Context: an optimization exercise on an open-source flow, tuned for small area, a short achievable clock period and few clock cycles per item. The choices shown serve that exercise and are no tape-out recipe.
At most, simulation tests tie the RTL to the original design; equivalence was not proved.
For runs 3 and 4, only the layout was checked, not whether the RTL still works.
No activity file was given, so power comes from the tool's default toggle rates.

### design/flow/design.v
`default_nettype none
module conv_accumulator #(
   parameter int IN_W   = 8,
   parameter int ACC_W  = 32,
   parameter int OUT_CH = 16,
   parameter int LEN_W  = 16
) (
   input  wire logic                    clk,
   input  wire logic                    rst,
   input  wire logic                    start,
   input  wire logic [LEN_W-1:0]        len,
   input  wire logic [OUT_CH*ACC_W-1:0] bias,
   input  wire logic [IN_W-1:0]         act_in,
   input  wire logic [OUT_CH*IN_W-1:0]  wgt_in,
   input  wire logic                    in_valid,
   output wire logic                    in_ready,
   output wire logic [OUT_CH*ACC_W-1:0] acc_out,
   output wire logic                    acc_valid,
   output wire logic                    busy,
   output wire logic                    sat_flag
);
   localparam int ND = IN_W / 2;       
   localparam int GRP_CH = 4;
   localparam int NG     = OUT_CH / GRP_CH;
   logic [NG-1:0]    accum_q;          
   logic [NG-1:0]    in_ready_q, busy_q;
   logic [LEN_W-1:0] rem_q;            
   logic             acc_valid_q, sat_q;
   logic             last1_q, last2_q, last3_q;    
   logic             slow1_q, slow2_q;             
   logic             near_any;         
   wire [NG-1:0] accept_g = {NG{start}} & ~busy_q;
   wire [NG-1:0] take_g   = {NG{in_valid}} & in_ready_q;
   wire accept  = accept_g[0];
   wire take    = take_g[0];
   wire last    = (rem_q == {{(LEN_W-1){1'b0}}, 1'b1});
   wire len_nz  = (len != '0);
   for (genvar g = 0; g < NG; g++) begin : g_ctl
      wire accum_d = accept_g[g] ? len_nz : (accum_q[g] & ~(take_g[g] & last));
      always_ff @(posedge clk or posedge rst) begin
         if (rst) begin
            accum_q[g]    <= 1'b0;
            in_ready_q[g] <= 1'b0;
            busy_q[g]     <= 1'b0;
         end else begin
            accum_q[g]    <= accum_d;
            in_ready_q[g] <= accum_d & ~(near_any & take_g[g]);
            busy_q[g]     <= accum_d | (take_g[g] & last) | last1_q | (last2_q & slow2_q);
         end
      end
   end
   always_ff @(posedge clk or posedge rst) begin
      if (rst) begin
         acc_valid_q <= 1'b0;
         last1_q     <= 1'b0;
         last2_q     <= 1'b0;
         last3_q     <= 1'b0;
         slow1_q     <= 1'b0;
         slow2_q     <= 1'b0;
      end else begin
         last1_q     <= take & last;
         slow1_q     <= near_any;
         last2_q     <= last1_q;
         slow2_q     <= slow1_q;
         last3_q     <= last2_q & slow2_q;
         acc_valid_q <= (last2_q & ~slow2_q) | last3_q | (accept & ~len_nz);
      end
   end
   always_ff @(posedge clk) begin
      if (accept)    rem_q <= len;
      else if (take) rem_q <= rem_q - 1'b1;
   end
   logic [ND-1:0] one_q [NG], two_q [NG], neg_q [NG];
   logic [OUT_CH*IN_W-1:0] wgt_q;
   for (genvar g = 0; g < NG; g++) begin : g_dig
      logic [ND-1:0] one_d, two_d, neg_d;
      for (genvar j = 0; j < ND; j++) begin : g_rec
         wire b2 = act_in[2*j+1];
         wire b1 = act_in[2*j];
         wire b0 = (j == 0) ? 1'b0 : act_in[(j == 0) ? 0 : 2*j-1];
         assign one_d[j] = take_g[g] & (b1 ^ b0);
         assign two_d[j] = take_g[g] & ((b2 & ~b1 & ~b0) | (~b2 & b1 & b0));
         assign neg_d[j] = take_g[g] & b2 & ~(b1 & b0);
      end
      always_ff @(posedge clk or posedge rst) begin
         if (rst) begin
            one_q[g] <= '0;
            two_q[g] <= '0;
            neg_q[g] <= '0;
         end else begin
            one_q[g] <= one_d;
            two_q[g] <= two_d;
            neg_q[g] <= neg_d;
         end
      end
   end
   always_ff @(posedge clk) wgt_q <= wgt_in;
   logic [OUT_CH*ACC_W-1:0] acc_q;
   logic [OUT_CH-1:0]       ovp_q, ovn_q, near;
   for (genvar c = 0; c < OUT_CH; c++) begin : g_ch
      logic [17:0] ra_d, rb_d, ra_q, rb_q;    
      logic [31:0] acc_d;
      logic        ovp_d, ovn_d;
      cm_tree u_tree (
         .w(wgt_q[c*IN_W +: IN_W]), .one(one_q[c/GRP_CH]), .two(two_q[c/GRP_CH]), .neg(neg_q[c/GRP_CH]),
         .ra(ra_d), .rb(rb_d)
      );
      always_ff @(posedge clk) begin
         ra_q <= ra_d;
         rb_q <= rb_d;
      end
      cm_acc u_acc (
         .acc(acc_q[c*ACC_W +: ACC_W]), .ra(ra_q), .rb(rb_q),
         .bias(bias[c*ACC_W +: ACC_W]), .load(~busy_q[c/GRP_CH]),
         .ovp_q(ovp_q[c]), .ovn_q(ovn_q[c]),
         .acc_d(acc_d), .ovp_d(ovp_d), .ovn_d(ovn_d), .near(near[c])
      );
      always_ff @(posedge clk) begin
         acc_q[c*ACC_W +: ACC_W] <= acc_d;
         ovp_q[c] <= ovp_d;
         ovn_q[c] <= ovn_d;
      end
   end
   assign near_any = |near;
   always_ff @(posedge clk or posedge rst) begin
      if (rst)         sat_q <= 1'b0;
      else if (accept) sat_q <= 1'b0;
      else             sat_q <= sat_q | (|ovp_q) | (|ovn_q);
   end
   assign acc_out   = acc_q;
   assign acc_valid = acc_valid_q;
   assign sat_flag  = sat_q;
   assign in_ready  = in_ready_q[0];
   assign busy      = busy_q[0];
endmodule
`default_nettype wire
module cm_tree (
   input  wire logic [7:0]  w,
   input  wire logic [3:0]  one,
   input  wire logic [3:0]  two,
   input  wire logic [3:0]  neg,
   output wire logic [17:0] ra,
   output wire logic [17:0] rb
);
   wire [8:0] m0;
   assign m0[0] = ((one[0] & w[0]) | (two[0] & 1'b0)) ^ neg[0];
   assign m0[1] = ((one[0] & w[1]) | (two[0] & w[0])) ^ neg[0];
   assign m0[2] = ((one[0] & w[2]) | (two[0] & w[1])) ^ neg[0];
   assign m0[3] = ((one[0] & w[3]) | (two[0] & w[2])) ^ neg[0];
   assign m0[4] = ((one[0] & w[4]) | (two[0] & w[3])) ^ neg[0];
   assign m0[5] = ((one[0] & w[5]) | (two[0] & w[4])) ^ neg[0];
   assign m0[6] = ((one[0] & w[6]) | (two[0] & w[5])) ^ neg[0];
   assign m0[7] = ((one[0] & w[7]) | (two[0] & w[6])) ^ neg[0];
   assign m0[8] = ((one[0] & w[7]) | (two[0] & w[7])) ^ neg[0];
   wire [8:0] m1;
   assign m1[0] = ((one[1] & w[0]) | (two[1] & 1'b0)) ^ neg[1];
   assign m1[1] = ((one[1] & w[1]) | (two[1] & w[0])) ^ neg[1];
   assign m1[2] = ((one[1] & w[2]) | (two[1] & w[1])) ^ neg[1];
   assign m1[3] = ((one[1] & w[3]) | (two[1] & w[2])) ^ neg[1];
   assign m1[4] = ((one[1] & w[4]) | (two[1] & w[3])) ^ neg[1];
   assign m1[5] = ((one[1] & w[5]) | (two[1] & w[4])) ^ neg[1];
   assign m1[6] = ((one[1] & w[6]) | (two[1] & w[5])) ^ neg[1];
   assign m1[7] = ((one[1] & w[7]) | (two[1] & w[6])) ^ neg[1];
   assign m1[8] = ((one[1] & w[7]) | (two[1] & w[7])) ^ neg[1];
   wire [8:0] m2;
   assign m2[0] = ((one[2] & w[0]) | (two[2] & 1'b0)) ^ neg[2];
   assign m2[1] = ((one[2] & w[1]) | (two[2] & w[0])) ^ neg[2];
   assign m2[2] = ((one[2] & w[2]) | (two[2] & w[1])) ^ neg[2];
   assign m2[3] = ((one[2] & w[3]) | (two[2] & w[2])) ^ neg[2];
   assign m2[4] = ((one[2] & w[4]) | (two[2] & w[3])) ^ neg[2];
   assign m2[5] = ((one[2] & w[5]) | (two[2] & w[4])) ^ neg[2];
   assign m2[6] = ((one[2] & w[6]) | (two[2] & w[5])) ^ neg[2];
   assign m2[7] = ((one[2] & w[7]) | (two[2] & w[6])) ^ neg[2];
   assign m2[8] = ((one[2] & w[7]) | (two[2] & w[7])) ^ neg[2];
   wire [8:0] m3;
   assign m3[0] = ((one[3] & w[0]) | (two[3] & 1'b0)) ^ neg[3];
   assign m3[1] = ((one[3] & w[1]) | (two[3] & w[0])) ^ neg[3];
   assign m3[2] = ((one[3] & w[2]) | (two[3] & w[1])) ^ neg[3];
   assign m3[3] = ((one[3] & w[3]) | (two[3] & w[2])) ^ neg[3];
   assign m3[4] = ((one[3] & w[4]) | (two[3] & w[3])) ^ neg[3];
   assign m3[5] = ((one[3] & w[5]) | (two[3] & w[4])) ^ neg[3];
   assign m3[6] = ((one[3] & w[6]) | (two[3] & w[5])) ^ neg[3];
   assign m3[7] = ((one[3] & w[7]) | (two[3] & w[6])) ^ neg[3];
   assign m3[8] = ((one[3] & w[7]) | (two[3] & w[7])) ^ neg[3];
   wire m_k1 = m3[2];
   wire m_k2 = m_k1;
   wire m_k3 = m3[5];
   wire m_k4 = m3[7];
   wire m_s5 = m0[6] ^ m1[4];
   wire m_c6 = m0[6] & m1[4];
   wire m_s7 = m0[7] ^ m1[5];
   wire m_c8 = m0[7] & m1[5];
   wire m_s9 = ~m0[8] ^ m1[6];
   wire m_c10 = ~m0[8] & m1[6];
   wire m_s11 = m1[7] ^ m2[5];
   wire m_c12 = m1[7] & m2[5];
   wire m_s13 = ~m1[8] ^ m2[6];
   wire m_c14 = ~m1[8] & m2[6];
   wire m_s15 = m0[4] ^ m1[2];
   wire m_c16 = m0[4] & m1[2];
   wire m_s17 = m0[5] ^ m1[3];
   wire m_c18 = m0[5] & m1[3];
   wire m_s19 = m2[2] ^ m3[0] ^ neg[3];
   wire m_c20 = (m2[2] & m3[0]) | (m2[2] & neg[3]) | (m3[0] & neg[3]);
   wire m_s21 = m2[3] ^ m3[1] ^ m_c6;
   wire m_c22 = (m2[3] & m3[1]) | (m2[3] & m_c6) | (m3[1] & m_c6);
   wire m_s23 = m2[4] ^ ~m_k1 ^ m_c8;
   wire m_c24 = (m2[4] & ~m_k1) | (m2[4] & m_c8) | (~m_k1 & m_c8);
   wire m_s25 = m3[3] ^ ~m_k2 ^ m_c10;
   wire m_c26 = (m3[3] & ~m_k2) | (m3[3] & m_c10) | (~m_k2 & m_c10);
   wire m_s27 = m3[4] ^ m_k2 ^ m_c12;
   wire m_c28 = (m3[4] & m_k2) | (m3[4] & m_c12) | (m_k2 & m_c12);
   wire m_s29 = m2[7] ^ ~m_k3;
   wire m_c30 = m2[7] & ~m_k3;
   wire m_s31 = ~m2[8] ^ m3[6];
   wire m_c32 = ~m2[8] & m3[6];
   wire m_s33 = m0[2] ^ m1[0];
   wire m_c34 = m0[2] & m1[0];
   wire m_s35 = m0[3] ^ m1[1];
   wire m_c36 = m0[3] & m1[1];
   wire m_s37 = m2[0] ^ neg[2] ^ m_s15;
   wire m_c38 = (m2[0] & neg[2]) | (m2[0] & m_s15) | (neg[2] & m_s15);
   wire m_s39 = m2[1] ^ m_c16 ^ m_s17;
   wire m_c40 = (m2[1] & m_c16) | (m2[1] & m_s17) | (m_c16 & m_s17);
   wire m_s41 = m_s5 ^ m_c18 ^ m_s19;
   wire m_c42 = (m_s5 & m_c18) | (m_s5 & m_s19) | (m_c18 & m_s19);
   wire m_s43 = m_s7 ^ m_c20 ^ m_s21;
   wire m_c44 = (m_s7 & m_c20) | (m_s7 & m_s21) | (m_c20 & m_s21);
   wire m_s45 = m_s9 ^ m_c22 ^ m_s23;
   wire m_c46 = (m_s9 & m_c22) | (m_s9 & m_s23) | (m_c22 & m_s23);
   wire m_s47 = m_s11 ^ m_c24 ^ m_s25;
   wire m_c48 = (m_s11 & m_c24) | (m_s11 & m_s25) | (m_c24 & m_s25);
   wire m_s49 = m_s13 ^ m_c26 ^ m_s27;
   wire m_c50 = (m_s13 & m_c26) | (m_s13 & m_s27) | (m_c26 & m_s27);
   wire m_s51 = m_c14 ^ m_c28 ^ m_s29;
   wire m_c52 = (m_c14 & m_c28) | (m_c14 & m_s29) | (m_c28 & m_s29);
   wire m_s53 = m_k3 ^ m_c30 ^ m_s31;
   wire m_c54 = (m_k3 & m_c30) | (m_k3 & m_s31) | (m_c30 & m_s31);
   wire m_s55 = ~m_k4 ^ m_c32;
   wire m_c56 = ~m_k4 & m_c32;
   wire m_s57 = ~m3[8] ^ m_k4;
   wire m_c58 = ~m3[8] & m_k4;
   assign ra = {1'b1, 1'b1, 1'b1, m_c56, m_c54, m_c52, m_c50, m_c48, m_c46, m_c44, m_c42, m_c40, m_c38, m_c36, m_c34, neg[1], m0[1], m0[0]};
   assign rb = {1'b0, 1'b0, m_c58, m_s57, m_s55, m_s53, m_s51, m_s49, m_s47, m_s45, m_s43, m_s41, m_s39, m_s37, m_s35, m_s33, 1'b0, neg[0]};
endmodule
module cm_acc (
   input  wire logic [31:0] acc,
   input  wire logic [17:0] ra,
   input  wire logic [17:0] rb,
   input  wire logic [31:0] bias,
   input  wire logic        load,
   input  wire logic        ovp_q,
   input  wire logic        ovn_q,
   output wire logic [31:0] acc_d,
   output wire logic        ovp_d,
   output wire logic        ovn_d,
   output wire logic        near
);
   wire a_s1 = acc[0] ^ ra[0];
   wire a_c2 = acc[0] & ra[0];
   wire a_s3 = acc[1] ^ ra[1];
   wire a_c4 = acc[1] & ra[1];
   wire a_s5 = acc[2] ^ ra[2] ^ rb[2];
   wire a_c6 = (acc[2] & ra[2]) | (acc[2] & rb[2]) | (ra[2] & rb[2]);
   wire a_s7 = acc[3] ^ ra[3] ^ rb[3];
   wire a_c8 = (acc[3] & ra[3]) | (acc[3] & rb[3]) | (ra[3] & rb[3]);
   wire a_s9 = acc[4] ^ ra[4] ^ rb[4];
   wire a_c10 = (acc[4] & ra[4]) | (acc[4] & rb[4]) | (ra[4] & rb[4]);
   wire a_s11 = acc[5] ^ ra[5] ^ rb[5];
   wire a_c12 = (acc[5] & ra[5]) | (acc[5] & rb[5]) | (ra[5] & rb[5]);
   wire a_s13 = acc[6] ^ ra[6] ^ rb[6];
   wire a_c14 = (acc[6] & ra[6]) | (acc[6] & rb[6]) | (ra[6] & rb[6]);
   wire a_s15 = acc[7] ^ ra[7] ^ rb[7];
   wire a_c16 = (acc[7] & ra[7]) | (acc[7] & rb[7]) | (ra[7] & rb[7]);
   wire a_s17 = acc[8] ^ ra[8] ^ rb[8];
   wire a_c18 = (acc[8] & ra[8]) | (acc[8] & rb[8]) | (ra[8] & rb[8]);
   wire a_s19 = acc[9] ^ ra[9] ^ rb[9];
   wire a_c20 = (acc[9] & ra[9]) | (acc[9] & rb[9]) | (ra[9] & rb[9]);
   wire a_s21 = acc[10] ^ ra[10] ^ rb[10];
   wire a_c22 = (acc[10] & ra[10]) | (acc[10] & rb[10]) | (ra[10] & rb[10]);
   wire a_s23 = acc[11] ^ ra[11] ^ rb[11];
   wire a_c24 = (acc[11] & ra[11]) | (acc[11] & rb[11]) | (ra[11] & rb[11]);
   wire a_s25 = acc[12] ^ ra[12] ^ rb[12];
   wire a_c26 = (acc[12] & ra[12]) | (acc[12] & rb[12]) | (ra[12] & rb[12]);
   wire a_s27 = acc[13] ^ ra[13] ^ rb[13];
   wire a_c28 = (acc[13] & ra[13]) | (acc[13] & rb[13]) | (ra[13] & rb[13]);
   wire a_s29 = acc[14] ^ ra[14] ^ rb[14];
   wire a_c30 = (acc[14] & ra[14]) | (acc[14] & rb[14]) | (ra[14] & rb[14]);
   wire a_s31 = acc[15] ^ 1'b1 ^ rb[15];
   wire a_c32 = (acc[15] & 1'b1) | (acc[15] & rb[15]) | (1'b1 & rb[15]);
   wire a_g33 = rb[0] & a_s1;
   wire a_p34 = rb[0] ^ a_s1;
   wire a_g35 = a_c2 & a_s3;
   wire a_p36 = a_c2 ^ a_s3;
   wire a_g37 = a_c4 & a_s5;
   wire a_p38 = a_c4 ^ a_s5;
   wire a_g39 = a_c6 & a_s7;
   wire a_p40 = a_c6 ^ a_s7;
   wire a_g41 = a_c8 & a_s9;
   wire a_p42 = a_c8 ^ a_s9;
   wire a_g43 = a_c10 & a_s11;
   wire a_p44 = a_c10 ^ a_s11;
   wire a_g45 = a_c12 & a_s13;
   wire a_p46 = a_c12 ^ a_s13;
   wire a_g47 = a_c14 & a_s15;
   wire a_p48 = a_c14 ^ a_s15;
   wire a_g49 = a_c16 & a_s17;
   wire a_p50 = a_c16 ^ a_s17;
   wire a_g51 = a_c18 & a_s19;
   wire a_p52 = a_c18 ^ a_s19;
   wire a_g53 = a_c20 & a_s21;
   wire a_p54 = a_c20 ^ a_s21;
   wire a_g55 = a_c22 & a_s23;
   wire a_p56 = a_c22 ^ a_s23;
   wire a_g57 = a_c24 & a_s25;
   wire a_p58 = a_c24 ^ a_s25;
   wire a_g59 = a_c26 & a_s27;
   wire a_p60 = a_c26 ^ a_s27;
   wire a_g61 = a_c28 & a_s29;
   wire a_p62 = a_c28 ^ a_s29;
   wire a_g63 = a_c30 & a_s31;
   wire a_p64 = a_c30 ^ a_s31;
   wire a_g65 = a_g35 | (a_p36 & a_g33);
   wire a_p66 = a_p36 & a_p34;
   wire a_g67 = a_g39 | (a_p40 & a_g37);
   wire a_p68 = a_p40 & a_p38;
   wire a_g69 = a_g43 | (a_p44 & a_g41);
   wire a_p70 = a_p44 & a_p42;
   wire a_g71 = a_g47 | (a_p48 & a_g45);
   wire a_p72 = a_p48 & a_p46;
   wire a_g73 = a_g51 | (a_p52 & a_g49);
   wire a_p74 = a_p52 & a_p50;
   wire a_g75 = a_g55 | (a_p56 & a_g53);
   wire a_p76 = a_p56 & a_p54;
   wire a_g77 = a_g59 | (a_p60 & a_g57);
   wire a_p78 = a_p60 & a_p58;
   wire a_g79 = a_g63 | (a_p64 & a_g61);
   wire a_p80 = a_p64 & a_p62;
   wire a_g81 = a_g37 | (a_p38 & a_g65);
   wire a_p82 = a_p38 & a_p66;
   wire a_g83 = a_g67 | (a_p68 & a_g65);
   wire a_p84 = a_p68 & a_p66;
   wire a_g85 = a_g45 | (a_p46 & a_g69);
   wire a_p86 = a_p46 & a_p70;
   wire a_g87 = a_g71 | (a_p72 & a_g69);
   wire a_p88 = a_p72 & a_p70;
   wire a_g89 = a_g53 | (a_p54 & a_g73);
   wire a_p90 = a_p54 & a_p74;
   wire a_g91 = a_g75 | (a_p76 & a_g73);
   wire a_p92 = a_p76 & a_p74;
   wire a_g93 = a_g61 | (a_p62 & a_g77);
   wire a_p94 = a_p62 & a_p78;
   wire a_g95 = a_g79 | (a_p80 & a_g77);
   wire a_p96 = a_p80 & a_p78;
   wire a_g97 = a_g41 | (a_p42 & a_g83);
   wire a_p98 = a_p42 & a_p84;
   wire a_g99 = a_g69 | (a_p70 & a_g83);
   wire a_p100 = a_p70 & a_p84;
   wire a_g101 = a_g85 | (a_p86 & a_g83);
   wire a_p102 = a_p86 & a_p84;
   wire a_g103 = a_g87 | (a_p88 & a_g83);
   wire a_p104 = a_p88 & a_p84;
   wire a_g105 = a_g57 | (a_p58 & a_g91);
   wire a_p106 = a_p58 & a_p92;
   wire a_g107 = a_g77 | (a_p78 & a_g91);
   wire a_p108 = a_p78 & a_p92;
   wire a_g109 = a_g93 | (a_p94 & a_g91);
   wire a_p110 = a_p94 & a_p92;
   wire a_g111 = a_g95 | (a_p96 & a_g91);
   wire a_p112 = a_p96 & a_p92;
   wire a_g113 = a_g49 | (a_p50 & a_g103);
   wire a_p114 = a_p50 & a_p104;
   wire a_g115 = a_g73 | (a_p74 & a_g103);
   wire a_p116 = a_p74 & a_p104;
   wire a_g117 = a_g89 | (a_p90 & a_g103);
   wire a_p118 = a_p90 & a_p104;
   wire a_g119 = a_g91 | (a_p92 & a_g103);
   wire a_p120 = a_p92 & a_p104;
   wire a_g121 = a_g105 | (a_p106 & a_g103);
   wire a_p122 = a_p106 & a_p104;
   wire a_g123 = a_g107 | (a_p108 & a_g103);
   wire a_p124 = a_p108 & a_p104;
   wire a_g125 = a_g109 | (a_p110 & a_g103);
   wire a_p126 = a_p110 & a_p104;
   wire a_g127 = a_g111 | (a_p112 & a_g103);
   wire a_p128 = a_p112 & a_p104;
   wire [15:0] t = {a_p64 ^ a_g125, a_p62 ^ a_g123, a_p60 ^ a_g121, a_p58 ^ a_g119, a_p56 ^ a_g117, a_p54 ^ a_g115, a_p52 ^ a_g113, a_p50 ^ a_g103, a_p48 ^ a_g101, a_p46 ^ a_g99, a_p44 ^ a_g97, a_p42 ^ a_g83, a_p40 ^ a_g81, a_p38 ^ a_g65, a_p36 ^ a_g33, a_p34};
   wire cy = a_g127;            
   wire c16 = a_c32;       
   wire [15:0] hi = acc[31:16];
   wire a_all1129 = hi[0] & hi[1];
   wire a_all1130 = a_all1129 & hi[2];
   wire a_all1131 = a_all1130 & hi[3];
   wire a_all1132 = a_all1131 & hi[4];
   wire a_all1133 = a_all1132 & hi[5];
   wire a_all1134 = a_all1133 & hi[6];
   wire a_all1135 = a_all1134 & hi[7];
   wire a_all1136 = a_all1135 & hi[8];
   wire a_all1137 = a_all1136 & hi[9];
   wire a_all1138 = a_all1137 & hi[10];
   wire a_all1139 = a_all1138 & hi[11];
   wire a_all1140 = a_all1139 & hi[12];
   wire a_all1141 = a_all1140 & hi[13];
   wire a_all1142 = a_all1141 & hi[14];
   wire [15:0] all1 = {a_all1142, a_all1141, a_all1140, a_all1139, a_all1138, a_all1137, a_all1136, a_all1135, a_all1134, a_all1133, a_all1132, a_all1131, a_all1130, a_all1129, hi[0], 1'b1};
   wire a_all0143 = ~hi[0] & ~hi[1];
   wire a_all0144 = a_all0143 & ~hi[2];
   wire a_all0145 = a_all0144 & ~hi[3];
   wire a_all0146 = a_all0145 & ~hi[4];
   wire a_all0147 = a_all0146 & ~hi[5];
   wire a_all0148 = a_all0147 & ~hi[6];
   wire a_all0149 = a_all0148 & ~hi[7];
   wire a_all0150 = a_all0149 & ~hi[8];
   wire a_all0151 = a_all0150 & ~hi[9];
   wire a_all0152 = a_all0151 & ~hi[10];
   wire a_all0153 = a_all0152 & ~hi[11];
   wire a_all0154 = a_all0153 & ~hi[12];
   wire a_all0155 = a_all0154 & ~hi[13];
   wire a_all0156 = a_all0155 & ~hi[14];
   wire [15:0] all0 = {a_all0156, a_all0155, a_all0154, a_all0153, a_all0152, a_all0151, a_all0150, a_all0149, a_all0148, a_all0147, a_all0146, a_all0145, a_all0144, a_all0143, ~hi[0], 1'b1};
   wire [15:0] flip1 = c16 ? all1 : 16'd0;     
   wire [15:0] flip0 = c16 ? 16'd0 : all0;     
   wire        at_max = ~hi[15] & all1[15];
   wire        at_min = hi[15] & all0[15];
   assign ovp_d = cy & c16 & at_max;
   assign ovn_d = ~cy & ~c16 & at_min;
   assign near = (~hi[15] & (&hi[14:2])) | (hi[15] & ~(|hi[14:2]));
   wire [31:0] fix  = load ? bias : (ovp_q ? 32'h7fffffff : 32'h80000000);
   wire        keep = ~load & ~ovp_q & ~ovn_q;
   wire [15:0] hi1  = keep ? hi ^ flip1 : fix[31:16];
   wire [15:0] hi0  = keep ? hi ^ flip0 : fix[31:16];
   assign acc_d = {cy ? hi1 : hi0, keep ? t : fix[15:0]};
endmodule
### design/flow/constraint.sdc
create_clock -name core_clock -period 9.0 [get_ports {clk}]
set_input_delay 1.8000 -clock core_clock [delete_from_list [all_inputs] [get_ports {clk}]]
set_output_delay 1.8000 -clock core_clock [all_outputs]
set_load 0.01 [all_outputs]
### design/flow/flow/run.sh
#!/bin/bash
set -euo pipefail
here=$(pwd)
export BUFFER_PORTS_ARGS="-buffer_cell sky130_fd_sc_hd__buf_1"
bash standard.sh SETUP_SLACK_MARGIN=6 finish > "$here/standard.log" 2>&1
### design/flow/standard.sh
#!/bin/bash
# synth_recipe.tcl (not shown) runs the flow's synth.tcl, then flattens the netlist and writes it again
# the make line also repeats each setting of config.mk as NAME=value (left out here)
make -C /OpenROAD-flow-scripts/flow DESIGN_CONFIG=/design/flow/config.mk WORK_HOME=/design/flow/orfs CLKGATE_MAP_FILE= SYNTH_SCRIPT=/design/flow/synth_recipe.tcl "${@:-finish}"
### design/flow/config.mk
export PLATFORM = sky130hd
export DESIGN_NAME = conv_accumulator
export DESIGN_NICKNAME = conv_accumulator
export VERILOG_FILES = /design/flow/design.v
export SDC_FILE = /design/flow/constraint.sdc
export NUM_CORES = 4
export LEC_CHECK = 0
export ABC_AREA = 1
export CAP_MARGIN = 20
export CORE_MARGIN = 2
export CORE_UTILIZATION = 55
export SLEW_MARGIN = 20
==> impl_metrics.json, run 1 <==
{
  "status": "timing/DRC/antenna clean",
  "htreeDepth": 4,
  "worst_slew_pin_slew_ns": 1.279,
  "clk_pin_slew_ns": 0.06,
  "path_max_fanout": 2,
  "synth_common_cells": "nand2_1, inv_1, dfxtp_1",
  "die_y_microns": 377.5,
  "grt_pass1_vias": 72890,
  "synth.yosys.warnings": 7,
  "fin_nets": 12660,
  "crit_family": "flip-flops",
  "ys_seq_area_share_pct": 32.25,
  "drc": 0,
  "clockRootBuffer": "clkbuf_16",
  "synth.most_common_cell": "nand2_1",
  "grt_max_degree": 74,
  "fin_setup_tns_ns": 0,
  "dieArea_sq_um": 142500,
  "place.detailed.hpwl_microns": 232100,
  "cp-start-kind": "flip-flop",
  "max_slew_margin_pct": 13.98,
  "fin_crit_ns": 3.310,
  "hold_violations": 0,
  "ys_ff_latch": 1211,
  "max_cap_viol_count": 0,
  "reg2regPathDepth": 6,
  "syn_to_final_growth_pct": 27.35,
  "yosysTopAreaCellShare_pct": 29.43,
  "io_pins": 1184,
  "netlist_area_sq_um": 76720,
  "finalSetupViolCount": 0,
  "fin_cells": 13040,
  "cp_slowest_cell": "dfrtp_2",
  "cts_tree": "built",
  "wl_per_cell_microns": 23.39,
  "holdPathStages": 0,
  "worst-path-buf-inv": 1,
  "drtAntennaViolNets": 0,
  "vdd_drop_max_v": 0.0003790,
  "synthTopCellsByArea": "dfxtp_1, fa_1, ha_1, nand2_1, xor2_1",
  "start_util_pct": 55.19,
  "crit_required_ns": 7.20,
  "cts_buffers": 140,
  "grtUsageTotal_pct": 41.58,
  "crit_arrival_ns": 1.51,
  "core_area_sq_um": 139000,
  "critical_path_class": "flip-flop to output port",
  "syn_nets": 11030,
  "rsz0062_at_grt": "true",
  "rows": 137,
  "crit_chain": "buf_6",
  "synth_edf_count": 16,
  "max_stage_delay_ns": 0.56,
  "synth_cell_type_count": 54,
  "place_area_sq_um": 82630,
  "drive_gt1_share_pct": 19.34,
  "grt_pass1_wl_microns": 445500,
  "clock_skew_ns": 0.02379,
  "leakage_nw": 47.37,
  "power_density_nw_per_um2": 472.0,
  "period_share_pct": 36.78,
  "clk_latency_ns": 0.79,
  "via_per_inst": 5.719,
  "synth_ff_type": "dfxtp_1",
  "synthArstFlopShare_pct": 5.533,
  "gp_congestion": 0.9939,
  "clock_path_buffers": 3,
  "slew_violations": 0,
  "fin_hold_ws_ns": 0.3566,
  "first_pass_iters": 10,
  "r2r-start": "one_q[3][2]",
  "io_buffer_count": 1183,
  "max_freq_ghz": 0.3021,
  "antenna_found_initial": 79,
  "placedCellCount": 12170,
  "p_total_mw": 46.12,
  "hold_path_class": "flip-flop to flip-flop",
  "hp-start": "slow1_q",
  "vias": 74560,
  "reg2reg_setup_slack_ns": 6.02,
  "fin_area_sq_um": 97710,
  "numClockSinks": 1211,
  "syn_avg_cell_area_sq_um": 8.189,
  "path_depth": 1,
  "finalWirelength_microns": 304900,
  "die_x_microns": 377.5,
  "netlist_instances": 9369,
  "timing.rr.end": "g_ch[14].rb_q[10]",
  "yosysTopAreaCell": "dfxtp_1",
  "critPathCaptureType": "output port",
  "grt_overflow": 0,
  "drt_iter0_markers": 5921,
  "min_to": "slow2_q"
}
[worst max path at each step]
stage	from	endpoint	slack [ns]
global placement	len[0]	busy_q[0]	5.06
floorplan	in_valid	rem_q[0]	6.09
finish	acc_valid_q	acc_valid	5.69
CTS	acc_valid_q	acc_valid	5.66
global route	acc_valid_q	acc_valid	5.66
detailed placement	len[0]	busy_q[0]	5.09
[cell families after synthesis]
| group | share of synthesized area (%) |
|---|---|
| AND/OR/NAND/NOR | 18.04 |
| AO/OA/AOI/OAI | 12.93 |
| buffers and inverters | 7.414 |
| flip-flops | 32.25 |
| adder cells (fa/ha/maj) | 20.64 |
| XOR/XNOR | 8.551 |
| multiplexers | 0.1761 |
[placed cells by master, fill, tap and decap left out, types with 503 or more instances in the layout]
cell,count
inv_1,1125
buf_1,667
nor2_1,503
nand3_1,594
a21oi_1,678
ha_1,548
xor2_1,681
dfxtp_1,609
buf_4,578
nand2_1,1596
[stage by stage]
| stage | utilization [%] | setup WS, ns |
|---|---|---|
| floorplan | - | 6.088 |
| global placement | 59.44 | 5.065 |
| detailed placement | 59.44 | 5.095 |
| CTS | 69.39 | 5.659 |
| global route | 70.26 | 5.664 |
| finish | 70.28 | 5.690 |
[routing by layer]
| layer | wire length (microns) | GRT usage [%] |
|---|---|---|
| met3 | 31230 | 12.55 |
| met4 | 29440 | 34.66 |
| met2 | 133900 | 63.79 |
| met5 | 271 | 0 |
| met1 | 110100 | 47.74 |
[power by group]
part / internal (mW) / switching (mW) / leakage (nW)
clock network: 3.42 / 2.49 / 2.29
logic: 12.5 / 17.5 / 34.5
registers: 8.36 / 1.86 / 10.6
total: 24.3 / 21.9 / 47.4
[sequential cells by signal (all words and copies together) (netlist names), 128 cells and up]
signal     cells
acc_q        512
g_ch.rb_q    228
g_ch.ra_q    228
wgt_q        128
[what timing repair did]
action	CTS	global route
cloned	2	5
resized for setup	2149	121
buffers inserted	486	65
pin swaps	2	12
hold buffers	0	0
endpoints found under the setup margin	775	779
[layout make-up]
type	instances	area, sq um
Timing Repair Buffer	1773	12950
Fill cell	11350	41310
Clock buffer	180	3856
Inverter	1203	4617
Antenna cell	57	142.6
Multi-Input combinational cell	6668	46770
Tap cell	1876	2347
Clock inverter	68	823.3
Timing Repair inverter	2	12.51
Sequential cell	1211	26190
Testbench counts, summed over its fixed seeds: cycles 18,820, beats 17,372.
==> inputs of run 2 (changes only) <==
==> design/flow/flow/run.sh (replaced) <==
#!/bin/bash
# Layout flow: the standard flow (standard.sh: unchanged synthesis and
# steps) with these changes to how the layout is made:
#  * ports are buffered with sky130_fd_sc_hd__buf_1 instead of the default
#    pick, a delay buffer (clkdlybuf4s50_1) that is larger and slower;
#    timing repair still resizes them where needed;
#  * clock tree synthesis clusters up to 30 sinks per leaf buffer and adds no
#    dummy loads (fewer, fuller leaf buffers).
# Each tool's output is in orfs/logs/ (ORFS's own logs); what standard.sh
# prints goes to standard.log.
set -euo pipefail
here=$(pwd)
export BUFFER_PORTS_ARGS="-buffer_cell sky130_fd_sc_hd__buf_1"
export CTS_ARGS="-sink_clustering_enable -repair_clock_nets -dont_use_dummy_load -sink_clustering_size 30 -sink_clustering_max_diameter 100"
bash standard.sh SETUP_SLACK_MARGIN=6 finish > "$here/standard.log" 2>&1
--- a/design/flow/config.mk
+++ b/design/flow/config.mk
@@ -8,5 +8,5 @@
 export ABC_AREA = 1
 export CAP_MARGIN = 20
 export CORE_MARGIN = 2
-export CORE_UTILIZATION = 55
+export CORE_UTILIZATION = 65
 export SLEW_MARGIN = 20
==> impl_metrics.json, run 2 <==
{
  "multi_input_area_sq_um": 46710,
  "period_share_pct": 35.74,
  "place.detailed.hpwl_microns": 224600,
  "max_cap_viol_count": 0,
  "max_freq_ghz": 0.3109,
  "synth-adder-area-share_pct": 20.64,
  "yosysTopAreaCellShare_pct": 29.43,
  "synthArstFlopShare_pct": 5.533,
  "largest_register_ffs": 512,
  "routed.top_layer": "met5",
  "fin_setup_tns_ns": 0,
  "grt_pass1_vias": 73030,
  "synth_common_cells": "nand2_1, inv_1, dfxtp_1",
  "via_per_inst": 6.117,
  "grt_max_degree": 89,
  "fillers": 8119,
  "synth_xor_area_share_pct": 8.551,
  "status": "timing/DRC/antenna clean",
  "grt_overflow": 0,
  "first_pass_iters": 7,
  "htreeDepth": 2,
  "cp_slowest_cell": "dfrtp_2",
  "max_slew_margin_pct": 15.63,
  "grt_pass1_wl_microns": 437400,
  "clk_latency_ns": 0.74,
  "ys_seq_area_share_pct": 32.25,
  "placedCellCount": 11820,
  "rows": 126,
  "critical_path_class": "flip-flop to output port",
  "synthSimpleGateAreaFrac_pct": 18.04,
  "io_buffer_count": 1183,
  "yosysTopAreaCell": "dfxtp_1",
  "drc": 0,
  "io_pins": 1184,
  "ys_ff_latch": 1211,
  "syn_nets": 11030,
  "synthMuxAreaShare_pct": 0.1761,
  "synth.most_common_cell": "nand2_1",
  "switching_share_pct": 49.65,
  "crit_family": "flip-flops",
  "crit_chain": "buf_6",
  "reg2regPathDepth": 14,
  "finalSetupViolCount": 0,
  "max_stage_delay_ns": 0.50,
  "r2r-start": "acc_q[355]",
  "grtUsageTotal_pct": 47.28,
  "fin_nets": 12570,
  "layout_commonest_cell": "nand2_1",
  "synthTopCellsByArea": "dfxtp_1, fa_1, ha_1, nand2_1, xor2_1",
  "drtAntennaViolNets": 0,
  "netlist_area_sq_um": 76720,
  "antenna_found_initial": 72,
  "synth_edf_count": 16,
  "fin_crit_ns": 3.216,
  "vdd_drop_max_v": 0.0005095,
  "wl_met3_microns": 34840,
  "reg2reg_setup_slack_ns": 6.02,
  "path_max_fanout": 1,
  "gp_congestion": 1.049,
  "rsz0062_at_grt": "true",
  "die_y_microns": 347.6,
  "seqCellArea_sq_um": 26100,
  "crit_arrival_ns": 1.42,
  "pwr-share-seq_pct": 23.4,
  "power_density_nw_per_um2": 464.1,
  "drt_iter0_markers": 8831,
  "numClockSinks": 1211,
  "cts_buffers": 52,
  "synth_ff_type": "dfxtp_1",
  "hp-start": "slow1_q",
  "core_area_sq_um": 117600,
  "leakage_nw": 45.60,
  "dp_slack_ns": 5.025,
  "wl_met2_microns": 129200,
  "clk_pin_slew_ns": 0.12,
  "p_switching_mw": 21.56,
  "hold_violations": 0,
  "vias": 76460,
  "worst_slew_pin_slew_ns": 1.254,
  "setup_ws_ns": 5.784,
  "fin_cells": 12500,
  "p_total_mw": 43.42,
  "synth.yosys.warnings": 7,
  "timing.rr.end": "acc_q[380]",
  "min_to": "slow2_q",
  "hold_path_class": "flip-flop to flip-flop",
  "p_comb_share_pct": 70.1,
  "synth_compound_area_share_pct": 12.93,
  "die_x_microns": 347.6,
  "intPower_mw": 21.86,
  "syn_avg_cell_area_sq_um": 8.189,
  "clockRootBuffer": "clkbuf_16",
  "wl_per_cell_microns": 23.95,
  "start_util_pct": 65.23,
  "clock_power_share_pct": 6.6,
  "drive_gt1_share_pct": 18.01,
  "holdPathStages": 0,
  "top_regs": "acc_q: 512 flops, g_ch.ra_q: 228 flops, g_ch.rb_q: 228 flops",
  "clock_path_buffers": 3,
  "dieArea_sq_um": 120800,
  "cp-start-kind": "flip-flop",
  "cts_tree": "built",
  "final_cell_mix": "nand2_1, inv_1, xor2_1",
  "synth_top_family_by_area": "adder cells",
  "synth_cell_type_count": 54,
  "netlist_instances": 9369,
  "critPathCaptureType": "output port",
  "worst-path-buf-inv": 1,
  "finalWirelength_microns": 299400,
  "clock_skew_ns": 0.08033,
  "post-route-util_pct": 79.55,
  "largest-register": "acc_q",
  "syn_to_final_growth_pct": 21.95,
  "slew_violations": 0,
  "drt-met1-wl_microns": 102900,
  "crit_required_ns": 7.20
}
## run 2: cell counts after synthesis
Identical to the previous run, type by type.
## run 2: worst max-delay path by stage
stage | cells after the start | startpoint | slack, ns | end
final | 1 | acc_valid_q | 5.78 | acc_valid
after floorplan | 3 | in_valid | 6.09 | rem_q[0]
after detailed placement | 7 | len[13] | 5.02 | busy_q[0]
after global routing | 1 | acc_valid_q | 5.76 | acc_valid
after CTS | 1 | acc_valid_q | 5.78 | acc_valid
after global placement | 7 | len[13] | 5.04 | busy_q[0]
## run 2: layout make-up
class                           count  area share, %
Tap cell                         1536          2.054
Inverter                         1203          4.919
Antenna cell                       63         0.1685
Clock buffer                       52          1.391
Timing Repair inverter              3        0.02140
Timing Repair Buffer             1765          13.63
Sequential cell                  1211          27.89
Multi-Input combinational cell   6667          49.92
## run 2: power groups by stage
stage	sequential [mW]	clock, mW	combinational, mW
final	10.1	2.86	30.4
after global routing	10.3	3.00	33.4
after CTS	9.99	2.83	28.3
after detailed placement	10.2	0	23.9
after global placement	10.2	0	23.0
after floorplan	9.96	0	17.0
## run 2: kinds of logic (layout without fill, tap and decap cells)
| logic type | Yosys count | after routing |
|---|---|---|
| AO/OA/AOI/OAI | 1741 | 1742 |
| XOR/XNOR | 749 | 749 |
| adder cells (fa/ha/maj) | 997 | 997 |
| buffers and inverters | 1494 | 3023 |
| flip-flops | 1211 | 1211 |
| multiplexers | 12 | 12 |
| other | 0 | 63 |
| AND/OR/NAND/NOR | 3165 | 3167 |
## run 2: per-stage QoR
step | cell area (sq um) | hold slack (ns)
after floorplan | 76720 | 0.3312
after global placement | 82150 | 0.3332
after detailed placement | 82150 | 0.3389
after CTS | 92140 | 0.3641
after global routing | 93540 | 0.3734
final | 93560 | 0.3640
## run 2: routing by layer
| layer | global-route usage (%) | vias to the layer above |
|---|---|---|
| met3 | 12.93 | 1370 |
| met5 | 0 | - |
| met1 | 54.82 | 36040 |
| met4 | 41.43 | 26 |
| met2 | 72.21 | 4900 |
| li1 | - | 34120 |
## run 2: timing repair
action,CTS,global route
resized for setup,2056,127
pin swaps,3,17
setup endpoints to repair,750,677
gates cloned,4,3
buffers inserted,473,76
hold buffers,0,0
## run 2: worst register-to-register path, stage by stage (launching register included)
cell	delay (ns)
dfxtp_2	0.35
buf_4	0.14
fa_1	0.50
ha_1	0.36
a21oi_1	0.28
o21ai_4	0.12
nand3_1	0.10
nand2_2	0.10
nand2_1	0.08
nand2_1	0.13
nand2_1	0.12
nand2_2	0.14
nor2_4	0.28
nand2_1	0.09
nand3_1	0.08
==> inputs of run 3 (changes only) <==
--- a/design/flow/design.v
+++ b/design/flow/design.v
@@ -67,8 +67,8 @@
       end
    end
    always_ff @(posedge clk) begin
-      if (accept)    rem_q <= len;
-      else if (take) rem_q <= rem_q - 1'b1;
+      if (!busy_q[0]) rem_q <= len;
+      else if (take)  rem_q <= rem_q - 1'b1;
    end
    logic [ND-1:0] one_q [NG], two_q [NG], neg_q [NG];
    logic [OUT_CH*IN_W-1:0] wgt_q;
==> design/flow/flow/run.sh (replaced) <==
#!/bin/bash
# Layout flow: the standard flow (standard.sh: unchanged synthesis and
# steps) with these changes to how the layout is made:
#  * ports are buffered with sky130_fd_sc_hd__buf_1 instead of the default
#    pick, a delay buffer (clkdlybuf4s50_1) that is larger and slower;
#    timing repair still resizes them where needed;
#  * clock tree synthesis clusters up to 22 sinks per leaf buffer and adds no
#    dummy loads (fewer, fuller leaf buffers).
# Each tool's output is in orfs/logs/ (ORFS's own logs); what standard.sh
# prints goes to standard.log.
set -euo pipefail
here=$(pwd)
export BUFFER_PORTS_ARGS="-buffer_cell sky130_fd_sc_hd__buf_1"
export CTS_ARGS="-sink_clustering_enable -repair_clock_nets -dont_use_dummy_load -sink_clustering_size 22 -sink_clustering_max_diameter 80"
bash standard.sh SETUP_SLACK_MARGIN=6 finish > "$here/standard.log" 2>&1
==> impl_metrics.json, run 3 <==
{
  "status": "timing/DRC/antenna clean",
  "syn_nets": 11060,
  "layout_commonest_cell": "nand2_1",
  "max_slew_margin_pct": 24.09,
  "first_pass_iters": 10,
  "drtAntennaViolNets": 0,
  "worst-path-buf-inv": 1,
  "hp-start": "slow1_q",
  "clockRootBuffer": "clkbuf_16",
  "start_util_pct": 65.59,
  "grt_overflow": 0,
  "leakage_nw": 45.03,
  "crit_chain": "buf_6",
  "drc": 0,
  "cts_buffers": 73,
  "largest_register_ffs": 512,
  "io_pins": 1184,
  "crit_required_ns": 7.20,
  "grt_max_degree": 89,
  "netlist_instances": 9397,
  "r2r-start": "g_ch[12].ra_q[2]",
  "core_area_sq_um": 118100,
  "die_y_microns": 349.2,
  "rsz0062_at_grt": "true",
  "vias": 75420,
  "postCtsHoldBufs": 0,
  "synth_common_cells": "nand2_1, dfxtp_1, inv_1",
  "wl_per_cell_microns": 23.37,
  "fillers": 8464,
  "ys_ff_latch": 1211,
  "grt_pass1_vias": 72470,
  "rows": 126,
  "path_max_fanout": 2,
  "drive_gt1_share_pct": 17.94,
  "worst_slew_pin_slew_ns": 1.137,
  "synth.yosys.warnings": 7,
  "cp-start-kind": "flip-flop",
  "yosysTopAreaCell": "dfxtp_1",
  "synth_edf_count": 16,
  "power_density_nw_per_um2": 463.7,
  "cts_tree": "built",
  "max_cap_viol_count": 0,
  "fin_nets": 12470,
  "cp_slowest_cell": "dfrtp_2",
  "hold_path_class": "flip-flop to flip-flop",
  "critical_path_class": "flip-flop to output port",
  "clk_pin_slew_ns": 0.09,
  "via_per_inst": 6.073,
  "startpoint": "acc_valid_q",
  "clock_skew_ns": 0.05987,
  "max_freq_ghz": 0.3119,
  "netlist_area_sq_um": 77450,
  "fin_crit_ns": 3.206,
  "syn_avg_cell_area_sq_um": 8.242,
  "period_share_pct": 35.62,
  "grtUsageTotal_pct": 45.76,
  "ys_seq_area_share_pct": 31.94,
  "yosysTopAreaCellShare_pct": 29.16,
  "hold_violations": 0,
  "numClockSinks": 1211,
  "syn_to_final_growth_pct": 18.68,
  "vdd_drop_max_v": 0.0004085,
  "htreeDepth": 3,
  "gp_congestion": 1.049,
  "slew_violations": 0,
  "grt_pass1_wl_microns": 426000,
  "crit_family": "flip-flops",
  "clock_path_buffers": 3,
  "fin_setup_tns_ns": 0,
  "top_regs": "acc_q: 512 flops, g_ch.ra_q: 228 flops, g_ch.rb_q: 228 flops",
  "io_buffer_count": 1183,
  "clk_latency_ns": 0.70,
  "critPathCaptureType": "output port",
  "synth_cell_type_count": 61,
  "synthArstFlopShare_pct": 5.533,
  "fin_hold_ws_ns": 0.3540,
  "dieArea_sq_um": 121900,
  "synth.most_common_cell": "nand2_1",
  "finalWirelength_microns": 290300,
  "crit_arrival_ns": 1.41,
  "place.detailed.hpwl_microns": 220400,
  "antenna_found_initial": 85,
  "die_x_microns": 349.2,
  "synth_ff_type": "dfxtp_1",
  "max_stage_delay_ns": 0.58,
  "largest-register": "acc_q",
  "drt_iter0_markers": 7968,
  "finalSetupViolCount": 0,
  "final_cell_mix": "nand2_1, inv_1, xor2_1",
  "synthTopCellsByArea": "dfxtp_1, fa_1, ha_1, nand2_1, xor2_1"
}
==> run 3: repair_timing <==
item / CTS / global route
cloned: 1 / 1
setup endpoints to repair: 674 / 340
setup buffers: 340 / 67
gates resized for setup: 1747 / 120
pin swaps: 0 / 10
==> run 3: path summary, 6_finish.rpt <==
path | end | slack, ns | cells after the start
worst max-delay path | acc_valid | 5.79 | 1
worst min-delay path | slow2_q | 0.35 | 0
worst max register to register | acc_q[424] | 6.03 | 8
worst min register to register | slow2_q | 0.35 | 0
max in group asynchronous | neg_q[2][0] | 6.90 | 3
min in group asynchronous | two_q[0][1] | 1.41 | 3
==> run 3: final cells by class <==
cell class / instances / area, sq um / area share [%]
clock buffer: 73 / 1827 / 1.988
antenna: 81 / 202.7 / 0.2205
inverter: 1225 / 4628 / 5.035
tap: 1536 / 1922 / 2.091
timing repair buffer: 1616 / 10110 / 11.00
multi-input combinational: 6677 / 47070 / 51.21
sequential: 1211 / 26150 / 28.45
==> run 3: cells by family (layout without fill, tap and decap cells) <==
kind of cell,Yosys count,count (layout),share of synthesized area (%)
AOI/OAI and AO/OA,1747,1747,12.96
xor gates and xnor gates,738,738,8.346
adders and majority gates,997,997,20.45
buffers and inverters,1510,2914,7.483
DFF,1211,1211,31.94
muxes,12,12,0.1745
other,0,81,0
and+or+nand+nor,3182,3183,18.65
==> run 3: through the flow <==
step / instance area, sq um / total power, mW / util [%] / instances / worst slack (ns)
4_1_cts: 90710 / 40.84 / 76.82 / 12270 / 5.800
6_report: 91910 / 42.62 / 77.84 / 12420 / 5.794
2_1_floorplan: 77450 / 27.38 / - / 9397 / 6.083
3_5_place_dp: 82830 / 34.70 / 70.15 / 11850 / 5.628
5_1_grt: 91870 / 45.93 / 77.80 / 12400 / 5.784
3_3_place_gp: 82830 / 33.66 / 70.14 / 11850 / 5.609
==> run 3: power by group <==
| part | switching, mW | internal (mW) |
|---|---|---|
| logic | 17.6 | 11.4 |
| clock network | 1.89 | 1.45 |
| registers | 1.86 | 8.33 |
==> run 3: layer usage <==
layer	track usage (%)	up-vias	part of all wire (%)
met3	14.51	1248	12
met5	0	-	0.049
met4	38.24	20	10
met2	70.02	4681	44
met1	52.27	35480	34
li1	-	34000	-
==> inputs of run 4 (changes only) <==
--- a/design/flow/flow/run.sh
+++ b/design/flow/flow/run.sh
@@ -12,4 +12,4 @@
 here=$(pwd)
 export BUFFER_PORTS_ARGS="-buffer_cell sky130_fd_sc_hd__buf_1"
 export CTS_ARGS="-sink_clustering_enable -repair_clock_nets -dont_use_dummy_load -sink_clustering_size 22 -sink_clustering_max_diameter 80"
-bash standard.sh SETUP_SLACK_MARGIN=6 finish > "$here/standard.log" 2>&1
+bash standard.sh SETUP_SLACK_MARGIN=5.7 finish > "$here/standard.log" 2>&1
==> impl_metrics.json, run 4 <==
{
  "status": "timing/DRC/antenna clean",
  "p_total_mw": 38.95,
  "drive_gt1_share_pct": 5.500,
  "finalWirelength_microns": 278900,
  "crit_chain": "buf_1",
  "syn_to_final_growth_pct": 9.847,
  "clk_latency_ns": 0.70,
  "via_per_inst": 6.044,
  "netlist_area_sq_um": 77450,
  "gp_congestion": 1.049,
  "critical_path_class": "flip-flop to output port",
  "hp-start": "slow1_q",
  "clk_pin_slew_ns": 0.09,
  "power_density_nw_per_um2": 457.8,
  "cp_slowest_cell": "dfxtp_1",
  "antenna_found_initial": 81,
  "synth_edf_count": 16,
  "critPathCaptureType": "output port",
  "synth.most_common_cell": "nand2_1",
  "synth_cell_type_count": 61,
  "max_cap_viol_count": 0,
  "max_slew_margin_pct": 25.69,
  "hold_violations": 0,
  "drtAntennaViolNets": 0,
  "startpoint": "acc_q[127]",
  "die_x_microns": 349.2,
  "first_pass_iters": 8,
  "max_freq_ghz": 0.3018,
  "final_cell_mix": "nand2_1, buf_1, dfxtp_1",
  "pwr-share-seq_pct": 26.5,
  "reg2reg_setup_slack_ns": 5.89,
  "timing.rr.end": "acc_q[373]",
  "path_depth": 1,
  "syn_avg_cell_area_sq_um": 8.242,
  "ys_seq_area_share_pct": 31.94,
  "io_pins": 1184,
  "leakage_nw": 41.00,
  "placedCellCount": 11850,
  "core_area_sq_um": 118100,
  "start_util_pct": 65.59,
  "largest-register": "acc_q",
  "place.detailed.hpwl_microns": 220400,
  "p_switching_mw": 20.56,
  "drt_iter0_markers": 7119,
  "grt_max_degree": 89,
  "fillers": 9475,
  "syn_nets": 11060,
  "dieArea_sq_um": 121900,
  "netlist_instances": 9397,
  "fin_nets": 12070,
  "numClockSinks": 1211,
  "slew_violations": 0,
  "htreeDepth": 3,
  "clock_path_buffers": 3,
  "cp-start-kind": "flip-flop",
  "synthArstFlopShare_pct": 5.533,
  "wl_per_cell_microns": 23.23,
  "rsz0062_at_grt": "false",
  "crit_family": "flip-flops",
  "fin_setup_tns_ns": 0,
  "holdPathStages": 0,
  "period_share_pct": 36.82,
  "intPower_mw": 18.39,
  "synth_ff_type": "dfxtp_1",
  "vdd_drop_max_v": 0.0004058,
  "io_buffer_count": 1183,
  "clockRootBuffer": "clkbuf_16",
  "synthTopCellsByArea": "dfxtp_1, fa_1, ha_1, nand2_1, xor2_1",
  "worst-path-buf-inv": 1,
  "yosysTopAreaCellShare_pct": 29.16,
  "synth.yosys.warnings": 7,
  "layout_commonest_cell": "nand2_1",
  "min_to": "slow2_q",
  "grt_pass1_vias": 69260,
  "fin_area_sq_um": 85070,
  "worst_slew_pin_slew_ns": 1.115,
  "vias": 72550,
  "switching_share_pct": 52.79,
  "cts_buffers": 73,
  "yosysTopAreaCell": "dfxtp_1",
  "grt_overflow": 0,
  "grt_pass1_wl_microns": 410100,
  "p_comb_share_pct": 65.0,
  "fin_crit_ns": 3.314,
  "clock_skew_ns": 0.06430,
  "crit_required_ns": 7.20,
  "clock_power_share_pct": 8.6,
  "rows": 126,
  "place_area_sq_um": 82830,
  "drc": 0,
  "ys_ff_latch": 1211,
  "die_y_microns": 349.2,
  "r2r-start": "busy_q[2]",
  "grtUsageTotal_pct": 44.13,
  "top_regs": "acc_q: 512 flops, g_ch.ra_q: 228 flops, g_ch.rb_q: 228 flops",
  "synth_common_cells": "nand2_1, dfxtp_1, inv_1",
  "finalSetupViolCount": 0,
  "cts_tree": "built",
  "fin_cells": 12010,
  "path_max_fanout": 7,
  "largest_register_ffs": 512,
  "crit_arrival_ns": 1.51,
  "reg2regPathDepth": 11,
  "hold_path_class": "flip-flop to flip-flop",
  "max_stage_delay_ns": 0.51
}
-- run 4: cell counts after synthesis --
Identical to the previous run, type by type.
-- run 4: stage by stage --
stage / utilization [%] / setup WS, ns / hold WS (ns)
2_1_floorplan: - / 6.083 / 0.3312
3_3_place_gp: 70.14 / 5.609 / 0.3315
3_5_place_dp: 70.15 / 5.628 / 0.3347
4_1_cts: 71.74 / 5.561 / 0.3537
5_1_grt: 72.01 / 5.700 / 0.3723
6_report: 72.05 / 5.686 / 0.3541
-- run 4: cells by family (layout without fill, tap and decap cells) --
| kind of cell | count (synthesis) | in the layout | share of synthesized area, % |
|---|---|---|---|
| AO/OA/AOI/OAI | 1747 | 1747 | 12.96 |
| XOR/XNOR | 738 | 738 | 8.346 |
| adder cells (fa/ha/maj) | 997 | 997 | 20.45 |
| buffers and inverters | 1510 | 2513 | 7.483 |
| flip-flops | 1211 | 1211 | 31.94 |
| multiplexers | 12 | 12 | 0.1745 |
| other | 0 | 69 | 0 |
| AND/OR/NAND/NOR | 3182 | 3182 | 18.65 |
-- run 4: worst max-delay path by stage --
| stage | to |
|---|---|
| floorplan | rem_q[0] |
| global placement | busy_q[0] |
| detailed placement | rem_q[13] |
| CTS | busy |
| global route | acc_out[177] |
| finish | acc_out[127] |
-- run 4: what timing repair did --
item / CTS / global route
endpoints found under the setup margin: 41 / 116
hold buffers: 0 / 0
pin swaps: 0 / 2
buffers inserted: 0 / 7
cloned: 0 / 1
gates resized for setup: 42 / 43
-- run 4: power groups by stage --
stage / clock (mW) / combinational, mW / sequential (mW)
after global routing: 3.50 / 28.3 / 10.5
after floorplan: 0 / 17.4 / 9.99
after global placement: 0 / 23.4 / 10.3
after CTS: 3.34 / 24.7 / 10.2
final: 3.33 / 25.3 / 10.3
after detailed placement: 0 / 24.4 / 10.3
-- run 4: metal layers --
layer | wire, microns | vias up | part of all wire [%] | GRT usage, %
li1 | - | 33140 | - | -
met1 | 97530 | 34140 | 35 | 51.07
met2 | 121800 | 4139 | 44 | 67.73
met3 | 32470 | 1099 | 12 | 13.73
met4 | 26870 | 36 | 9.6 | 35.15
met5 | 239 | - | 0.086 | 0
-- run 4: final cells by class --
| class | instances | area, sq um | area share, % |
|---|---|---|---|
| timing repair buffer | 1215 | 4817 | 5.662 |
| clock buffer | 73 | 1827 | 2.147 |
| multi-input combinational | 6676 | 46960 | 55.20 |
| sequential | 1211 | 24760 | 29.11 |
| inverter | 1225 | 4613 | 5.423 |
| antenna | 69 | 172.7 | 0.2030 |
| tap | 1536 | 1922 | 2.259 |
==> inputs of run 5 (changes only) <==
--- a/design/flow/design.v
+++ b/design/flow/design.v
@@ -22,20 +22,20 @@
    localparam int ND = IN_W / 2;       
    localparam int GRP_CH = 4;
    localparam int NG     = OUT_CH / GRP_CH;
-   logic [NG-1:0]    accum_q;          
-   logic [NG-1:0]    in_ready_q, busy_q;
+   logic [NG:0]      accum_q;          
+   logic [NG:0]      in_ready_q, busy_q;
    logic [LEN_W-1:0] rem_q;            
    logic             acc_valid_q, sat_q;
    logic             last1_q, last2_q, last3_q;    
    logic             slow1_q, slow2_q;             
    logic             near_any;         
-   wire [NG-1:0] accept_g = {NG{start}} & ~busy_q;
-   wire [NG-1:0] take_g   = {NG{in_valid}} & in_ready_q;
+   wire [NG:0] accept_g = {(NG+1){start}} & ~busy_q;
+   wire [NG:0] take_g   = {(NG+1){in_valid}} & in_ready_q;
    wire accept  = accept_g[0];
    wire take    = take_g[0];
    wire last    = (rem_q == {{(LEN_W-1){1'b0}}, 1'b1});
    wire len_nz  = (len != '0);
-   for (genvar g = 0; g < NG; g++) begin : g_ctl
+   for (genvar g = 0; g <= NG; g++) begin : g_ctl
       wire accum_d = accept_g[g] ? len_nz : (accum_q[g] & ~(take_g[g] & last));
       always_ff @(posedge clk or posedge rst) begin
          if (rst) begin
@@ -130,8 +130,8 @@
    assign acc_out   = acc_q;
    assign acc_valid = acc_valid_q;
    assign sat_flag  = sat_q;
-   assign in_ready  = in_ready_q[0];
-   assign busy      = busy_q[0];
+   assign in_ready  = in_ready_q[NG];
+   assign busy      = busy_q[NG];
 endmodule
 `default_nettype wire
 module cm_tree (
--- a/design/flow/flow/run.sh
+++ b/design/flow/flow/run.sh
@@ -12,4 +12,4 @@
 here=$(pwd)
 export BUFFER_PORTS_ARGS="-buffer_cell sky130_fd_sc_hd__buf_1"
 export CTS_ARGS="-sink_clustering_enable -repair_clock_nets -dont_use_dummy_load -sink_clustering_size 22 -sink_clustering_max_diameter 80"
-bash standard.sh SETUP_SLACK_MARGIN=5.7 finish > "$here/standard.log" 2>&1
+bash standard.sh SETUP_SLACK_MARGIN=5.5 finish > "$here/standard.log" 2>&1
==> impl_metrics.json, run 5 <==
{
  "clock_skew_ns": 0.05496,
  "largest_register_ffs": 512,
  "seqCellArea_sq_um": 24820,
  "max_stage_delay_ns": 0.58,
  "fin_crit_ns": 3.506,
  "htreeDepth": 3,
  "grt_pass1_vias": 71600,
  "critPathCaptureType": "output port",
  "clock_path_buffers": 3,
  "min_to": "slow2_q",
  "fin_nets": 12130,
  "max_slew_margin_pct": 26.17,
  "r2r-start": "g_ch[8].ra_q[2]",
  "cts_buffers": 74,
  "critical_path_class": "flip-flop to output port",
  "antenna_found_initial": 68,
  "reg2regPathDepth": 10,
  "start_util_pct": 65.48,
  "synthTopCellsByArea": "dfxtp_1, fa_1, ha_1, nand2_1, xor2_1",
  "cp-start-kind": "flip-flop",
  "grt_overflow": 0,
  "io_pins": 1184,
  "io_buffer_count": 1183,
  "syn_to_final_growth_pct": 9.742,
  "worst_slew_pin_slew_ns": 1.107,
  "netlist_instances": 9461,
  "dieArea_sq_um": 121600,
  "path_max_fanout": 6,
  "period_share_pct": 38.96,
  "rows": 126,
  "ys_ff_latch": 1214,
  "top_regs": "acc_q: 512 flops, g_ch.ra_q: 228 flops, g_ch.rb_q: 228 flops",
  "netlist_area_sq_um": 77220,
  "cts_setup_buffers": 0,
  "crit_family": "buffers and inverters",
  "die_x_microns": 348.7,
  "wl_per_cell_microns": 24.40,
  "reg2reg_setup_slack_ns": 5.65,
  "max_cap_viol_count": 0,
  "hp-start": "slow1_q",
  "layout_commonest_cell": "nand2_1",
  "synth_edf_count": 16,
  "status": "timing/DRC/antenna clean",
  "vdd_drop_max_v": 0.0004380,
  "yosysTopAreaCell": "dfxtp_1",
  "rsz0062_at_grt": "false",
  "synth.most_common_cell": "nand2_1",
  "hold_violations": 0,
  "timing.rr.end": "acc_q[277]",
  "syn_nets": 11130,
  "leakage_nw": 40.79,
  "cp_slowest_cell": "buf_1",
  "fin_setup_tns_ns": 0,
  "die_y_microns": 348.7,
  "core_area_sq_um": 117900,
  "holdPathStages": 0,
  "fillers": 9365,
  "synth_ff_type": "dfxtp_1",
  "drc": 0,
  "syn_avg_cell_area_sq_um": 8.162,
  "grt_pass1_wl_microns": 431000,
  "via_per_inst": 6.180,
  "slew_violations": 0,
  "largest-register": "acc_q",
  "postCtsHoldBufs": 0,
  "setup_ws_ns": 5.494,
  "max_freq_ghz": 0.2852,
  "synth.yosys.warnings": 7,
  "hold_path_class": "flip-flop to flip-flop",
  "clk_latency_ns": 0.70,
  "crit_chain": "buf_1",
  "drive_gt1_share_pct": 3.288,
  "multi_input_area_sq_um": 46870,
  "drtAntennaViolNets": 0,
  "finalWirelength_microns": 294300,
  "drt_iter0_markers": 8918,
  "clockRootBuffer": "clkbuf_16",
  "yosysTopAreaCellShare_pct": 29.24,
  "synth_common_cells": "nand2_1, dfxtp_1, inv_1",
  "ys_seq_area_share_pct": 32.14,
  "post-route-util_pct": 71.86,
  "grt_max_degree": 80,
  "power_density_nw_per_um2": 467.3,
  "crit_required_ns": 7.20,
  "worst-path-buf-inv": 1,
  "finalSetupViolCount": 0,
  "synth_cell_type_count": 55,
  "gp_congestion": 1.075,
  "clk_pin_slew_ns": 0.09,
  "cts_tree": "built",
  "crit_arrival_ns": 1.71,
  "numClockSinks": 1214,
  "first_pass_iters": 9,
  "final_cell_mix": "nand2_1, buf_1, dfxtp_1",
  "synthArstFlopShare_pct": 5.766,
  "dp_slack_ns": 5.054,
  "place.detailed.hpwl_microns": 231200,
  "grtUsageTotal_pct": 46.79,
  "vias": 74520
}
## run 5: cell count changes in the layout (fill, tap and decap cells not counted), sizes merged, moves of 9 or more
cell and change:
o31ai -9, diode -9, nor2 +22, nand4 -60, nand3 +58, inv -55, clkbuf -24, a21oi +27
nor4 +11, nand2 +35, buf +29, nand3b +17
## run 5: worst max-delay path by stage
| stage | start | to | slack [ns] | depth (start not counted) |
|---|---|---|---|---|
| after CTS | g_ch[4].ra_q[2] | acc_q[212] | 5.50 | 11 |
| after global routing | g_ch[4].ra_q[2] | acc_q[212] | 5.51 | 11 |
| final | acc_q[116] | acc_out[116] | 5.49 | 1 |
| after floorplan | in_valid | rem_q[0] | 6.06 | 3 |
| after global placement | busy_q[0] | acc_q[61] | 5.14 | 11 |
| after detailed placement | busy_q[0] | acc_q[62] | 5.05 | 11 |
## run 5: cell families (layout without fill, tap and decap cells)
| family | count (synthesis) | after routing | share of synthesized area, % |
|---|---|---|---|
| flip-flops | 1214 | 1214 | 32.14 |
| buffers and inverters | 1457 | 2459 | 7.235 |
| adder cells (fa/ha/maj) | 997 | 997 | 20.51 |
| other | 0 | 60 | 0 |
| multiplexers | 12 | 12 | 0.1750 |
| XOR/XNOR | 740 | 740 | 8.394 |
| AND/OR/NAND/NOR | 3266 | 3266 | 18.45 |
| AO/OA/AOI/OAI | 1775 | 1775 | 13.10 |
## run 5: stage by stage
step	instance area, sq um	power, mW	hold WS (ns)	instances
finish	84740	39.60	0.3639	12060
global route	84700	42.78	0.3722	12040
CTS	84530	38.73	0.3616	12000
detailed placement	82660	35.21	0.3412	11920
global placement	82650	34.03	0.3332	11920
floorplan	77220	27.53	0.3312	9461
## run 5: final cells by class
type                    instances  share of cell area [%]
diodes                         60                  0.1772
clock buffers                  74                   2.185
inverters                    1166                   5.181
multi-input cells            6790                   55.31
flip-flops and latches       1214                   29.29
well taps                    1536                   2.268
repair buffers               1219                   5.587
## run 5: worst reg2reg max path, stage by stage, from the launching register on
cell and delay (ns):
dfxtp_1 0.61, fa_1 0.53, ha_1 0.31, nand2_1 0.05, o21ai_1 0.27, nand3_1 0.11
nand2_1 0.22, a21oi_2 0.17, nor2_1 0.73, nand3_1 0.18, nand3_1 0.11
## run 5: metal layers
metal	GRT usage [%]	vias up	share of wire, %
met4	40.36	28	10
met1	53.78	35030	34
li1	-	33380	-
met5	0	-	0.067
met2	70.31	4732	43
met3	15.36	1348	12
## run 5: timing repair
action	CTS	global route
cloned	0	0
endpoints found under the setup margin	31	82
resized for setup	8	9
## run 5: power by group
group / total (mW) / switching (mW) / leakage [nW] / internal, mW
clock network: 3.37 / 1.91 / 0.912 / 1.47
logic: 25.8 / 16.6 / 29.4 / 9.21
registers: 10.4 / 2.59 / 10.5 / 7.82
total: 39.6 / 21.1 / 40.8 / 18.5
Testbench counts of run 5, summed over its fixed seeds: cycles 18,820, beats 17,372.

-- what the ideal ports hide --
The flow's constraints put no driver on any port. The routed layouts listed below were extracted and timed again, unchanged, in two steps.
Step 1, drivers: a clkbuf_16 drives clk and a buf_2 each remaining input, both assumed.
Step 2 times the ports against the registers' clock, not the clock port: input delays grow and output delays shrink by t, the midpoint of the rising clock arrivals with the driver on.
Three values: ideal, step 1, step 2; two values: the first two.
| run | t, ns | setup WS [ns] | clock arrival spread, ns | worst slew at a driven data input, ns |
|---|---|---|---|---|
| run 1 | 0.875 | 5.690 / 5.596 / 5.061 | 0.025 / 0.025 | 0.33 |
| run 2 | 0.781 | 5.784 / 5.701 / 5.278 | 0.088 / 0.089 | 0.30 |
| run 3 | 0.756 | 5.794 / 5.708 / 5.481 | 0.062 / 0.063 | 0.26 |
| run 4 | 0.751 | 5.686 / 5.601 / 5.522 | 0.066 / 0.066 | 0.26 |
| run 5 | 0.760 | 5.494 / 5.411 / 5.389 | 0.065 / 0.066 | 0.30 |
After both steps every run listed still meets setup and hold. The setup slack of run 1, which loses most, moves by -0.094 ns with the drivers and by -0.629 ns with both steps.
